Source: an optimization exercise on an open RTL-to-GDS flow (aim: small area and few clock cycles). Production flows keep margins and buffers that such runs may drop. In this exercise RTL edits were held to simulation tests only and were not proved equivalent to the original.

==> exp/xenon: inputs <==
// mac_pipe_array
module mac_pipe_array #(
  parameter int LANES        = 4,
  parameter int IN_BITWIDTH  = 16,
  parameter int OUT_BITWIDTH = 32
) (
  input  logic                          clk,
  input  logic                          rst,
  input  logic                          in_valid,
  output logic                          in_ready,
  input  logic                          mode,
  input  logic                          in_last,
  input  logic [LANES*IN_BITWIDTH-1:0]  a_in,
  input  logic [LANES*IN_BITWIDTH-1:0]  w_in,
  input  logic [LANES*OUT_BITWIDTH-1:0] sum_in,
  output logic                          out_valid,
  input  logic                          out_ready,
  output logic [LANES*OUT_BITWIDTH-1:0] out,
  output logic [LANES-1:0]              out_sat
);
Settings: LEC_CHECK=0, CAP_MARGIN=20, CORE_MARGIN=2, CORE_UTILIZATION=60, GPL_TIMING_DRIVEN=0, SLEW_MARGIN=20, SYNTH_HIERARCHICAL=1; clock period 7.2 ns.
run.sh (not shown) runs the stock make flow with config.mk's settings and CLKGATE_MAP_FILE= SYNTH_SCRIPT=/design/flow/synth_recipe.tcl, a recipe that flattens the netlist after the stock synthesis.
==> exp/quartz: changes against exp/xenon <==
GPL_TIMING_DRIVEN = unset   (was 0)
==> exp/willow: changes against exp/xenon <==
--- a/flow/design.v
+++ b/flow/design.v
@@ -57,13 +57,13 @@
   logic [OUT_BITWIDTH:0]   w_r0, w_r1;
   logic [OUT_BITWIDTH+1:0] w_sum_n;
   logic [OUT_BITWIDTH:0]   w_tot;
   logic                    w_sat;
   logic [OUT_BITWIDTH-1:0] w_res;
   logic [IN_BITWIDTH-1:0]  pp_n [IN_BITWIDTH];
-  assign w_base   = (i_mode == mac_pkg::MODE_PSUM) ? i_sum : r_acc;
+  assign w_base   = (i_mode == mac_pkg::MODE_PSUM) ? i_sum : (r_acc | {OUT_BITWIDTH{r_sticky}});
   assign w_base_n = ~w_base;
   for (genvar i = 0; i < IN_BITWIDTH; i++) begin : g_pp
     assign pp_n[i] = ~(i_w & {IN_BITWIDTH{i_a[i]}});
   end
   logic t239s, t239c;
   logic t238s, t238c;
@@ -547,13 +547,13 @@
   mac_fa u_fa223 (.a(pp_n[15][15]), .b(w_base_n[30]), .c(t209c), .s(t239s), .co(t239c));
   assign w_r0 = {1'b1, w_base_n[31], t238c, t237c, t236c, t235c, t234c, t233c, t232c, t231c, t230c, t229c, t228c, t227c, t226c, t225c, t224c, t223c, t222c, t221c, t220c, t219c, t218c, t217c, t216c, t215c, t214c, t213c, t212c, t211c, t210c, w_base_n[1], pp_n[0][0]};
   assign w_r1 = {1'b1, t239c, t239s, t238s, t237s, t236s, t235s, t234s, t233s, t232s, t231s, t230s, t229s, t228s, t227s, t226s, t225s, t224s, t223s, t222s, t221s, t220s, t219s, t218s, t217s, t216s, t215s, t214s, t213s, t212s, t211s, t210s, w_base_n[0]};
   assign w_sum_n = {w_r0, 1'b1} + {w_r1, 1'b1};
   assign w_tot   = ~w_sum_n[OUT_BITWIDTH+1:1];
   assign w_sat = w_tot[OUT_BITWIDTH];
-  assign w_res = w_sat ? {OUT_BITWIDTH{1'b1}} : w_tot[OUT_BITWIDTH-1:0];
+  assign w_res = w_tot[OUT_BITWIDTH-1:0];
   always_ff @(posedge clk or posedge rst) begin
     if (rst) begin
       r_acc    <= '0;
       r_sticky <= 1'b0;
     end else if (i_step) begin
       if (i_last) begin
@@ -568,13 +568,13 @@
   always_ff @(posedge clk) begin
     if (i_adv) begin
       r_out     <= w_res;
       r_out_sat <= w_sat | ((i_mode == mac_pkg::MODE_ACC) & r_sticky);
     end
   end
-  assign o_out = r_out;
+  assign o_out = r_out | {OUT_BITWIDTH{r_out_sat}};
   assign o_sat = r_out_sat;
 endmodule
 module mac_pipe_array #(
   parameter int LANES        = 4,
   parameter int IN_BITWIDTH  = 16,
   parameter int OUT_BITWIDTH = 32
==> flow/flow/run.sh (new file) <==
#!/bin/bash
# The standard layout, with the port buffers made from the smallest buffer cell.
set -euo pipefail
bash standard.sh synth > synth.log 2>&1
bash standard.sh 'BUFFER_PORTS_ARGS=-buffer_cell sky130_fd_sc_hd__buf_1' finish > layout.log 2>&1
==> flow/standard.sh (new file) <==
#!/bin/bash
# synth_recipe.tcl (not shown) runs the flow's synth.tcl, then flattens the netlist and writes it again
# the make line also repeats each setting of config.mk as NAME=value (left out here)
make -C /OpenROAD-flow-scripts/flow DESIGN_CONFIG=/design/flow/config.mk WORK_HOME=/design/flow/orfs CLKGATE_MAP_FILE= SYNTH_SCRIPT=/design/flow/synth_recipe.tcl "${@:-finish}"
removed: flow/run.sh
==> summary of the runs <==
The lowest global-route usage belongs to exp/willow, the highest to exp/quartz. Between exp/quartz and exp/willow, the lower non-clock buffer count is in exp/willow (gap 192). Of exp/willow and exp/xenon, exp/xenon has the higher hold slack (gap 0.0035 ns). The lowest utilization belongs to exp/willow, the highest to exp/quartz.
Testbench counts of exp/xenon, summed over its fixed seeds: cycles 12,008.
Testbench counts of exp/quartz, summed over its fixed seeds: cycles 12,008.
Testbench counts of exp/willow, summed over its fixed seeds: cycles 12,008.

re-timing with driven ports:
In the flow no input, the clock included, has a driving cell. The finished layouts below were timed again as built, in two steps. Step 1 sets driving cells, clkbuf_16 on the clock port and buf_2 on the other inputs (assumed; they add their load-dependent delay and slew). Step 2 also shifts input and output timing later by t, the mid clock arrival at the registers, as if the neighbouring blocks saw the same clock. Three values: ideal ports, drivers, drivers and shift; two values: the first two.
| run | t (ns) | setup slack, ns | hold WS [ns] | worst setup path at the end | pins driven straight from the clock port |
|---|---|---|---|---|---|
| exp/xenon | 0.615 | 0.175 / 0.197 / -0.418 | 0.508 / 0.508 / 0.508 | input to register | 1 |
| exp/quartz | 0.615 | 0.287 / 0.296 / -0.319 | 0.508 / 0.508 / 0.508 | input to register | 1 |
| exp/willow | 0.629 | 0.160 / 0.149 / -0.480 | 0.505 / 0.505 / 0.505 | input to register | 1 |
With both steps, setup timing fails in every run listed, where it was met with ideal ports. The setup slack of exp/willow, which loses most, moves by -0.011 ns with the drivers and by -0.640 ns with both steps.
